Context: an optimization exercise on an open-source flow, tuned for small area and few clock cycles per item. The choices shown serve that exercise and are no tape-out recipe.
Only simulation tests tie the RTL to the original design; equivalence was not proved.
Power figures rest on the tool's default switching activity, not on a simulated workload.

File: flow/run.sh
#!/bin/bash
# synth_recipe.tcl (not shown) runs the flow's synth.tcl, then flattens the netlist and writes it again
# the make line also repeats each setting of config.mk as NAME=value (left out here)
make -C /OpenROAD-flow-scripts/flow DESIGN_CONFIG=/design/flow/config.mk WORK_HOME=/design/flow/orfs CLKGATE_MAP_FILE= SYNTH_SCRIPT=/design/flow/synth_recipe.tcl finish
File: flow/config.mk
export PLATFORM = sky130hd
export DESIGN_NAME = controller_report_formatter_unit
export DESIGN_NICKNAME = controller_report_formatter_unit
export VERILOG_FILES = /design/flow/design.v
export SDC_FILE = /design/flow/constraint.sdc
export NUM_CORES = 4
export LEC_CHECK = 0
export CAP_MARGIN = 20
export CORE_MARGIN = 2
export CORE_UTILIZATION = 40
export SLEW_MARGIN = 20
File: flow/constraint.sdc
create_clock -name core_clock -period 8.0 [get_ports {i_clk}]
set_input_delay 1.6000 -clock core_clock [delete_from_list [all_inputs] [get_ports {i_clk}]]
set_output_delay 1.6000 -clock core_clock [all_outputs]
set_load 0.01 [all_outputs]
File: flow/design.v
package crf_pkg;
    localparam int CHAN_W  = 2;
    localparam int BTN_W   = 9;
    localparam int DPAD_W  = 4;
    localparam int AXIS_W  = 10;
    localparam int LEVEL_W = 10;
    localparam int MODE_W  = 8;
    localparam int RPT_W   = 13;
    localparam int VAL_W   = 8;
endpackage
module crf_stick_scale #(
    parameter bit NEG = 1'b0
) (
    input  logic [crf_pkg::AXIS_W-1:0] i_axis,
    output logic [crf_pkg::VAL_W-1:0]  o_value
);
    logic [9:0] x;
    assign x = i_axis;
    generate
        if (NEG) begin : g_neg
            logic t1;
            logic t2;
            logic t3;
            logic t4;
            logic t5;
            logic t6;
            logic t7;
            logic t8;
            logic t9;
            logic t10;
            logic t11;
            logic t12;
            logic t13;
            logic t14;
            logic t15;
            logic t16;
            logic t17;
            logic t18;
            logic t19;
            logic t20;
            logic t21;
            logic t22;
            logic t23;
            logic t24;
            logic t25;
            logic t26;
            logic t27;
            logic t28;
            logic t29;
            logic t30;
            logic t31;
            logic t32;
            logic t33;
            logic t34;
            logic t35;
            logic t36;
            logic t37;
            logic t38;
            logic t39;
            logic t40;
            logic t41;
            logic t42;
            logic t43;
            logic t44;
            logic t45;
            assign t1 = x[0] & x[3];
            assign t2 = (x[1] & x[4]) | (x[1] & t1) | (x[4] & t1);
            assign t3 = (x[2] & x[5]) | (x[2] & t2) | (x[5] & t2);
            assign t4 = (x[3] & x[6]) | (x[3] & t3) | (x[6] & t3);
            assign t5 = x[3] ^ x[6] ^ t3;
            assign t6 = ~x[0] | t5;
            assign t7 = (x[4] & x[7]) | (x[4] & t4) | (x[7] & t4);
            assign t8 = x[4] ^ x[7] ^ t4;
            assign t9 = ~x[1];
            assign t10 = (t9 & t6) | (t9 & t8) | (t6 & t8);
            assign t11 = (x[5] & x[8]) | (x[5] & t7) | (x[8] & t7);
            assign t12 = x[5] ^ x[8] ^ t7;
            assign t13 = ~x[2];
            assign t14 = (t13 & t10) | (t13 & t12) | (t10 & t12);
            assign t15 = t13 ^ t10 ^ t12;
            assign t16 = (x[6] & t11) | (x[6] & t14) | (t11 & t14);
            assign t17 = x[6] ^ t11 ^ t14;
            assign t18 = ~t15;
            assign t19 = (x[3] & x[9]) | (x[3] & t18) | (x[9] & t18);
            assign t20 = x[3] ^ x[9] ^ t18;
            assign t21 = t17 ^ t20;
            assign t22 = t17 & ~t20;
            assign t23 = (x[7] & t16) | (x[7] & t22) | (t16 & t22);
            assign t24 = x[7] ^ t16 ^ t22;
            assign t25 = ~t24;
            assign t26 = (x[4] & t19) | (x[4] & t25) | (t19 & t25);
            assign t27 = x[4] ^ t19 ^ t25;
            assign t28 = (x[5] & t26) | (x[5] & t27) | (t26 & t27);
            assign t29 = x[5] ^ t26 ^ t27;
            assign t30 = ~t29;
            assign t31 = (x[8] & t23) | (x[8] & t30) | (t23 & t30);
            assign t32 = x[8] ^ t23 ^ t30;
            assign t33 = (x[6] & x[9]) | (x[6] & t28) | (x[9] & t28);
            assign t34 = x[6] ^ x[9] ^ t28;
            assign t35 = ~t34;
            assign t36 = (t31 & t32) | (t31 & t35) | (t32 & t35);
            assign t37 = t31 ^ t32 ^ t35;
            assign t38 = ~t36;
            assign t39 = (x[7] & t33) | (x[7] & t38) | (t33 & t38);
            assign t40 = x[7] ^ t33 ^ t38;
            assign t41 = (x[8] & t39) | (x[8] & t40) | (t39 & t40);
            assign t42 = x[8] ^ t39 ^ t40;
            assign t43 = ~x[9];
            assign t44 = (t43 & t41) | (t43 & t42) | (t41 & t42);
            assign t45 = t43 ^ t41 ^ t42;
            assign o_value = {t45, t42, t40, t37, ~t32, t27, ~t21, ~t15};
        end else begin : g_pos
            logic t1;
            logic t2;
            logic t3;
            logic t4;
            logic t5;
            logic t6;
            logic t7;
            logic t8;
            logic t9;
            logic t10;
            logic t11;
            logic t12;
            logic t13;
            logic t14;
            logic t15;
            logic t16;
            logic t17;
            logic t18;
            logic t19;
            logic t20;
            logic t21;
            logic t22;
            logic t23;
            logic t24;
            logic t25;
            logic t26;
            logic t27;
            logic t28;
            logic t29;
            logic t30;
            logic t31;
            logic t32;
            logic t33;
            logic t34;
            logic t35;
            logic t36;
            logic t37;
            logic t38;
            logic t39;
            logic t40;
            logic t41;
            logic t42;
            logic t43;
            logic t44;
            logic t45;
            logic t46;
            logic t47;
            logic t48;
            logic t49;
            logic t50;
            logic t51;
            logic t52;
            logic t53;
            assign t1 = ~x[1] & ~x[0];
            assign t2 = ~x[2] & t1;
            assign t3 = ~t2;
            assign t4 = (x[0] & x[3]) | (x[0] & t3) | (x[3] & t3);
            assign t5 = x[0] ^ x[3] ^ t3;
            assign t6 = (x[1] & x[4]) | (x[1] & t4) | (x[4] & t4);
            assign t7 = x[1] ^ x[4] ^ t4;
            assign t8 = ~t5 & ~t7;
            assign t9 = (x[2] & x[5]) | (x[2] & t6) | (x[5] & t6);
            assign t10 = x[2] ^ x[5] ^ t6;
            assign t11 = t8 & ~t10;
            assign t12 = (x[3] & x[6]) | (x[3] & t9) | (x[6] & t9);
            assign t13 = x[3] ^ x[6] ^ t9;
            assign t14 = ~t13;
            assign t15 = (x[0] & t11) | (x[0] & t14) | (t11 & t14);
            assign t16 = (x[4] & x[7]) | (x[4] & t12) | (x[7] & t12);
            assign t17 = x[4] ^ x[7] ^ t12;
            assign t18 = ~t17;
            assign t19 = (x[1] & t15) | (x[1] & t18) | (t15 & t18);
            assign t20 = (x[5] & x[8]) | (x[5] & t16) | (x[8] & t16);
            assign t21 = x[5] ^ x[8] ^ t16;
            assign t22 = ~t21;
            assign t23 = (x[2] & t19) | (x[2] & t22) | (t19 & t22);
            assign t24 = x[2] ^ t19 ^ t22;
            assign t25 = (x[3] & x[9]) | (x[3] & t23) | (x[9] & t23);
            assign t26 = x[3] ^ x[9] ^ t23;
            assign t27 = ~t24;
            assign t28 = (x[6] & t20) | (x[6] & t27) | (t20 & t27);
            assign t29 = x[6] ^ t20 ^ t27;
            assign t30 = t26 ^ t29;
            assign t31 = t26 & ~t29;
            assign t32 = (x[4] & t25) | (x[4] & t31) | (t25 & t31);
            assign t33 = x[4] ^ t25 ^ t31;
            assign t34 = ~t33;
            assign t35 = (x[7] & t28) | (x[7] & t34) | (t28 & t34);
            assign t36 = x[7] ^ t28 ^ t34;
            assign t37 = (x[8] & t35) | (x[8] & t36) | (t35 & t36);
            assign t38 = x[8] ^ t35 ^ t36;
            assign t39 = ~t38;
            assign t40 = (x[5] & t32) | (x[5] & t39) | (t32 & t39);
            assign t41 = x[5] ^ t32 ^ t39;
            assign t42 = (x[6] & x[9]) | (x[6] & t40) | (x[9] & t40);
            assign t43 = x[6] ^ x[9] ^ t40;
            assign t44 = ~t37;
            assign t45 = (t44 & t41) | (t44 & t43) | (t41 & t43);
            assign t46 = t44 ^ t41 ^ t43;
            assign t47 = (x[7] & t42) | (x[7] & t45) | (t42 & t45);
            assign t48 = x[7] ^ t42 ^ t45;
            assign t49 = (x[8] & t47) | (x[8] & t48) | (t47 & t48);
            assign t50 = x[8] ^ t47 ^ t48;
            assign t51 = ~x[9];
            assign t52 = (t51 & t49) | (t51 & t50) | (t49 & t50);
            assign t53 = t51 ^ t49 ^ t50;
            assign o_value = {~t53, ~t50, ~t48, t46, ~t41, t36, ~t30, ~t24};
        end
    endgenerate
endmodule
module crf_trig_scale (
    input  logic [crf_pkg::LEVEL_W-1:0] i_level,
    input  logic                        i_btn,
    output logic [crf_pkg::VAL_W-1:0]   o_level,
    output logic                        o_btn
);
    logic       w_dec;
    logic [7:0] w_s;
    logic       w_hi;
    logic       w_zero;
    assign w_dec  = i_level[0] ? (i_level[8:0] >= 9'd501) : (i_level[8:1] != 8'd0);
    assign w_s    = i_level[9] ? 8'hFF : (i_level[8:1] - 8'(w_dec));
    assign w_hi   = i_level >= 10'd493;
    assign w_zero = i_level < 10'd3;
    assign o_level = (i_btn && (w_hi || w_zero)) ? 8'hFF : w_s;
    assign o_btn   = w_hi || (w_zero && i_btn);
endmodule
module crf_report_build (
    input  logic [crf_pkg::BTN_W-1:0]  i_buttons,
    input  logic [crf_pkg::DPAD_W-1:0] i_dpad,
    input  logic [crf_pkg::MODE_W-1:0] i_mode,
    input  logic [crf_pkg::VAL_W-1:0]  i_rx,
    input  logic [crf_pkg::VAL_W-1:0]  i_ry,
    input  logic [crf_pkg::VAL_W-1:0]  i_tl,
    input  logic [crf_pkg::VAL_W-1:0]  i_tr,
    input  logic                       i_tl_btn,
    input  logic                       i_tr_btn,
    output logic [crf_pkg::RPT_W-2:0]  o_buttons,    
    output logic [crf_pkg::VAL_W-1:0]  o_rx,
    output logic [crf_pkg::VAL_W-1:0]  o_ry,
    output logic [crf_pkg::VAL_W-1:0]  o_tl,
    output logic [crf_pkg::VAL_W-1:0]  o_tr
);
    logic w_low;        
    logic w_snib;       
    logic w_tnib;       
    logic w_tzero;      
    assign w_low   = (i_mode[7:2] == 6'd0);
    assign w_snib  = w_low && (i_mode[1] ^ i_mode[0]);
    assign w_tnib  = w_low && !i_mode[0];
    assign w_tzero = (i_mode == 8'd4);
    assign o_buttons = {i_dpad[2], i_dpad[3], i_dpad[1], i_dpad[0],
                        i_tr_btn, i_tl_btn, i_buttons[4], i_buttons[7] | i_buttons[8],
                        i_buttons[3:0]};
    assign o_rx = w_snib ? {4'd0, i_rx[7:4]} : i_rx;
    assign o_ry = w_snib ? {4'd0, i_ry[7:4]} : i_ry;
    assign o_tl = w_tzero ? 8'd0 : w_tnib ? {4'd0, i_tl[7:4]} : i_tl;
    assign o_tr = w_tzero ? 8'd0 : w_tnib ? {4'd0, i_tr[7:4]} : i_tr;
endmodule
module controller_report_formatter_unit (
    input  logic                              i_clk,
    input  logic                              i_rst_n,
    input  logic                              i_upd_valid,
    output logic                              o_upd_ready,
    input  logic [crf_pkg::CHAN_W-1:0]        i_upd_channel,
    input  logic [crf_pkg::BTN_W-1:0]         i_upd_button_bits,
    input  logic [crf_pkg::DPAD_W-1:0]        i_upd_dpad_bits,
    input  logic signed [crf_pkg::AXIS_W-1:0] i_upd_axis_left_x,
    input  logic signed [crf_pkg::AXIS_W-1:0] i_upd_axis_left_y,
    input  logic signed [crf_pkg::AXIS_W-1:0] i_upd_axis_right_x,
    input  logic signed [crf_pkg::AXIS_W-1:0] i_upd_axis_right_y,
    input  logic [crf_pkg::LEVEL_W-1:0]       i_upd_brake_level,
    input  logic [crf_pkg::LEVEL_W-1:0]       i_upd_throttle_level,
    input  logic [crf_pkg::MODE_W-1:0]        i_upd_analog_mode,
    output logic                              o_rpt_valid,
    input  logic                              i_rpt_ready,
    output logic [crf_pkg::CHAN_W-1:0]        o_rpt_out_channel,
    output logic [crf_pkg::RPT_W-1:0]         o_rpt_report_buttons,
    output logic [crf_pkg::VAL_W-1:0]         o_rpt_stick_lx,
    output logic [crf_pkg::VAL_W-1:0]         o_rpt_stick_ly,
    output logic [crf_pkg::VAL_W-1:0]         o_rpt_stick_rx,
    output logic [crf_pkg::VAL_W-1:0]         o_rpt_stick_ry,
    output logic [crf_pkg::VAL_W-1:0]         o_rpt_trig_left,
    output logic [crf_pkg::VAL_W-1:0]         o_rpt_trig_right
);
    logic                      r_valid;
    logic                      w_take;
    logic [crf_pkg::VAL_W-1:0] w_lx, w_ly, w_rx, w_ry, w_tl, w_tr;
    logic                      w_tl_btn, w_tr_btn;
    logic [crf_pkg::RPT_W-2:0] n_buttons;
    logic [crf_pkg::VAL_W-1:0] n_rx, n_ry, n_tl, n_tr;
    logic [crf_pkg::CHAN_W-1:0] r_channel;
    logic [crf_pkg::RPT_W-2:0]  r_buttons;
    logic [crf_pkg::VAL_W-1:0]  r_lx, r_ly, r_rx, r_ry, r_tl, r_tr;
    assign o_upd_ready = !r_valid || i_rpt_ready;
    assign w_take      = o_upd_ready && i_upd_valid;
    crf_stick_scale #(.NEG(1'b0)) u_lx (.i_axis(i_upd_axis_left_x),  .o_value(w_lx));
    crf_stick_scale #(.NEG(1'b1)) u_ly (.i_axis(i_upd_axis_left_y),  .o_value(w_ly));
    crf_stick_scale #(.NEG(1'b0)) u_rx (.i_axis(i_upd_axis_right_x), .o_value(w_rx));
    crf_stick_scale #(.NEG(1'b1)) u_ry (.i_axis(i_upd_axis_right_y), .o_value(w_ry));
    crf_trig_scale u_tl (
        .i_level (i_upd_brake_level),
        .i_btn   (i_upd_button_bits[5]),
        .o_level (w_tl),
        .o_btn   (w_tl_btn)
    );
    crf_trig_scale u_tr (
        .i_level (i_upd_throttle_level),
        .i_btn   (i_upd_button_bits[6]),
        .o_level (w_tr),
        .o_btn   (w_tr_btn)
    );
    crf_report_build u_build (
        .i_buttons (i_upd_button_bits),
        .i_dpad    (i_upd_dpad_bits),
        .i_mode    (i_upd_analog_mode),
        .i_rx      (w_rx),
        .i_ry      (w_ry),
        .i_tl      (w_tl),
        .i_tr      (w_tr),
        .i_tl_btn  (w_tl_btn),
        .i_tr_btn  (w_tr_btn),
        .o_buttons (n_buttons),
        .o_rx      (n_rx),
        .o_ry      (n_ry),
        .o_tl      (n_tl),
        .o_tr      (n_tr)
    );
    always_ff @(posedge i_clk) begin
        if (!i_rst_n) begin
            r_valid <= 1'b0;
        end else if (o_upd_ready) begin
            r_valid <= i_upd_valid;
        end
    end
    always_ff @(posedge i_clk) begin
        if (w_take) begin
            r_channel <= i_upd_channel;
            r_buttons <= n_buttons;
            r_lx      <= w_lx;
            r_ly      <= w_ly;
            r_rx      <= n_rx;
            r_ry      <= n_ry;
            r_tl      <= n_tl;
            r_tr      <= n_tr;
        end
    end
    assign o_rpt_valid          = r_valid;
    assign o_rpt_out_channel    = r_channel;
    assign o_rpt_report_buttons = {1'b1, r_buttons};
    assign o_rpt_stick_lx       = r_lx;
    assign o_rpt_stick_ly       = r_ly;
    assign o_rpt_stick_rx       = r_rx;
    assign o_rpt_stick_ry       = r_ry;
    assign o_rpt_trig_left      = r_tl;
    assign o_rpt_trig_right     = r_tr;
endmodule
==> notes.md <==
sequential area share after synthesis 0.401; Worst R2R Start r_valid; Placed Instances 730; Worst-Margin Slew 0.787 ns; Sw Pwr 1.07 mW; Total Routing Usage GR 0.207; Netlist cell types 50; most common cell after layout, fill and taps aside clkdlybuf4s50_1; Net Count, Synth 557; RSZ-0062 raised after global routing true; worst-skew pair later-pin latency 0.33 ns; HPWL after detailed placement 8.82 mm; max_cap viols 0; PortBufs 150; 1st-pass router iterations 4; commonest non-fill, non-tap cells in the layout clkdlybuf4s50_1, buf_4, inv_1, edfxtp_1, fa_1; synthesized area 4690 um^2; GR Util met1 0.254; Crit. Startpoint i_upd_axis_right_x[0]; DRT iter0 DRCs 136; Final period util 1.19; Post-route DRC 0; Core Area 11,400 um^2; post-route minimum period 9.48 ns; Hold Path Class reg -> reg; startpoint types input port; grt met3 use 0.0475; Sink Count 63; cell mode on critical path fa_2; critical path arrival 9.56 ns; nets 802; Sw Share 0.350; async set-reset flop share out of synthesis 0; Worst-path clk slew 0.05 ns; number of inserted diodes 0; largest net degree at the start of global routing 63; total negative slack -13.62 ns; die area 12,600 um^2; dominant cells by area after synthesis edfxtp_1, fa_1, inv_1; FMAX 105 MHz; flop2flop setup slack 6.42 ns; Leak 3.13 nW; crit end category flop; worst hold path endpoint r_valid; Post-synth EDFFs 62; FF-to-FF End r_ry[4]; Synth Warn # 1; Internal Power 1.99 mW; Slew Limit Fails 0; slowest cell on the critical path fa_2; Hold Violations, Final 0; hold_buf cts 0; Total Routed Length 11.9 mm; WS Path Type in -> reg; layout cell share with drive strength beyond 1 0.299; met2 Usage GRT 0.353; layout check faults negative setup slack; sequential share of power 0.202; total grt overflow 0; PnR worst setup slack -1.48 ns; ANT nets after route 0; Die Ht 112 um; hold_sp r_valid; clock share of power 0.123; Worst EP required 8.08 ns; critical path buffer and inverter count 8; first-pass GRT wire length 20.4 mm; Main synth FF type edfxtp_1; Root Buffer clkbuf_16; Slew headroom 0.475; Power Total 3.06 mW; r2r worst-path depth 3; cell taking the most area after synthesis edfxtp_1; cells after synthesis 399; Die Wd 112 um; DR vias/cell 4.76; Fin Clk Skew 0.00607 ns; WL per Instance 15.1 um; initial antenna violation count 0; power density over the cells 409 nW/um^2; RD Place Congestion 0.806; # IOs 152; final setup fails 19; CTS buffer count 9; slowest stage delay, CP 0.60 ns; Worst path top cell family by delay adder cells; GR peak layer met2; hold path cells 2; Yosys top cell area share 0.397; Initial Util 0.411; vias in the first global route 4,199; syn_area_per_cell 11.8 um^2; outcome finished with violations; num rows 39; Worst VDD drop 0.000584 V; synth-to-layout area growth 59.5%; crit path max fanout 2; via count 3,772; Comb pwr share 0.675; CTS tree yes; Post-Layout Cell Count 792; CTS Buffer Depth 2; H-tree depth 3; flops & latches, synth 63
## metrics by stage
step           hold WS (ns)  worst slack (ns)  area, um^2  utilization
2_1_floorplan         0.610             -1.57        4770            -
3_3_place_gp          0.508             -2.05        6770        0.593
3_5_place_dp          0.559             -2.21        6770        0.593
4_1_cts               0.565             -1.47        7440        0.651
5_1_grt               0.577             -1.67        7480        0.655
6_report              0.558             -1.48        7480        0.655
## tightest hold or removal path, delay by kind of cell (launching register included)
kind | cells | cell delay [ns]
AO/OA/AOI/OAI | 1 | 0.09
flip-flops | 1 | 0.31
AND/OR/NAND/NOR | 1 | 0.10
## cell usage after synthesis, types with 3 or more instances
master    count
a21boi_0      3
o31ai_1       3
a211oi_1      4
clkbuf_1      5
o21ai_0       5
a21oi_1       8
edfxtp_1     62
nor3b_1       3
o211ai_1      4
a31oi_1       5
xor2_1        6
nor3_1       11
xnor2_1       8
o21a_1        3
o22ai_1       7
or3_1         3
a21o_1        5
nor2_1       19
mux2i_1       5
nand2_1       8
maj3_1        7
nand3_1       5
ha_1          9
nor2b_1       7
nor4_1        4
fa_1         62
inv_1        95
## kinds of logic after synthesis
kind of cell,Yosys count,synth area share
other,1,0.000799
AOI/OAI and AO/OA,56,0.0808
and+or+nand+nor,77,0.0901
DFF,63,0.401
adders and majority gates,78,0.303
xor gates and xnor gates,14,0.0261
muxes,6,0.0131
buffers and inverters,104,0.0845
## what timing repair did
item / 4_1_cts / 5_1_grt
pin swaps: 31 / 20
cloned: 0 / 0
resized for setup: 100 / 13
buffers inserted: 49 / 6
setup endpoints to repair: 20 / 21
## sequential cells by signal, summed over array words and instances (netlist names)
| name | flops |
|---|---|
| r_buttons | 12 |
| r_lx | 8 |
| r_ly | 8 |
| r_rx | 8 |
| r_ry | 8 |
| r_tl | 8 |
| r_tr | 8 |
| r_channel | 2 |
| r_valid | 1 |
## worst max-delay path by stage
stage | cells after the start | endpoint | slack (ns)
finish | 28 | r_rx[3] | -1.48
global route | 29 | r_rx[3] | -1.67
CTS | 26 | r_lx[7] | -1.47
detailed placement | 29 | r_rx[3] | -2.21
global placement | 29 | r_rx[3] | -2.05
floorplan | 27 | r_rx[3] | -1.57
## layer usage
| metal | wire, um | vias up | part of all wire |
|---|---|---|---|
| met5 | 0 | - | 0 |
| met4 | 244 | 0 | 0.020 |
| met3 | 676 | 18 | 0.057 |
| met2 | 6080 | 113 | 0.51 |
| met1 | 4940 | 1814 | 0.41 |
| li1 | - | 1827 | - |
## power groups by stage
stage | logic [mW] | clock network [mW] | registers [mW]
floorplan | 0.992 | 0 | 0.671
global placement | 1.59 | 0 | 0.624
detailed placement | 1.64 | 0 | 0.623
CTS | 1.93 | 0.383 | 0.619
global route | 2.29 | 0.396 | 0.627
finish | 2.06 | 0.375 | 0.617
## cell type report
type                    count  area, um^2
inverters                  95         357
well taps                 143         179
repair buffers            243        2210
flip-flops and latches     63        1880
clock inverters             3        43.8
multi-input cells         232        2570
clock buffers              13         240
fillers                   909        3940
Testbench counts, summed over its fixed seeds: cycles 16,008, items 16,000.

afterwards: timing with drivers on the ports:
How much do the figures lean on ideal ports? The routed layout below was timed once more, with nothing changed but the port constraints. Step 1: set_driving_cell puts a clkbuf_16 on i_clk and a buf_2 on each other input, an assumption about the parent block. Step 2, shift: input delay + t, output delay - t, t = (earliest + latest rising clock arrival at the registers) / 2. This alone moves slack from input paths to output paths. Slacks: ideal / step 1 / step 2; pairs: ideal / step 1.
shift t [ns]: 0.365
slack for setup (ns): -1.482 / -1.475 / -1.840
worst data-port slew with drivers (ns): 0.06
pins driven straight from the clock port: 1
The setup slack of this run moves by +0.007 ns with the drivers and by -0.358 ns with both steps.
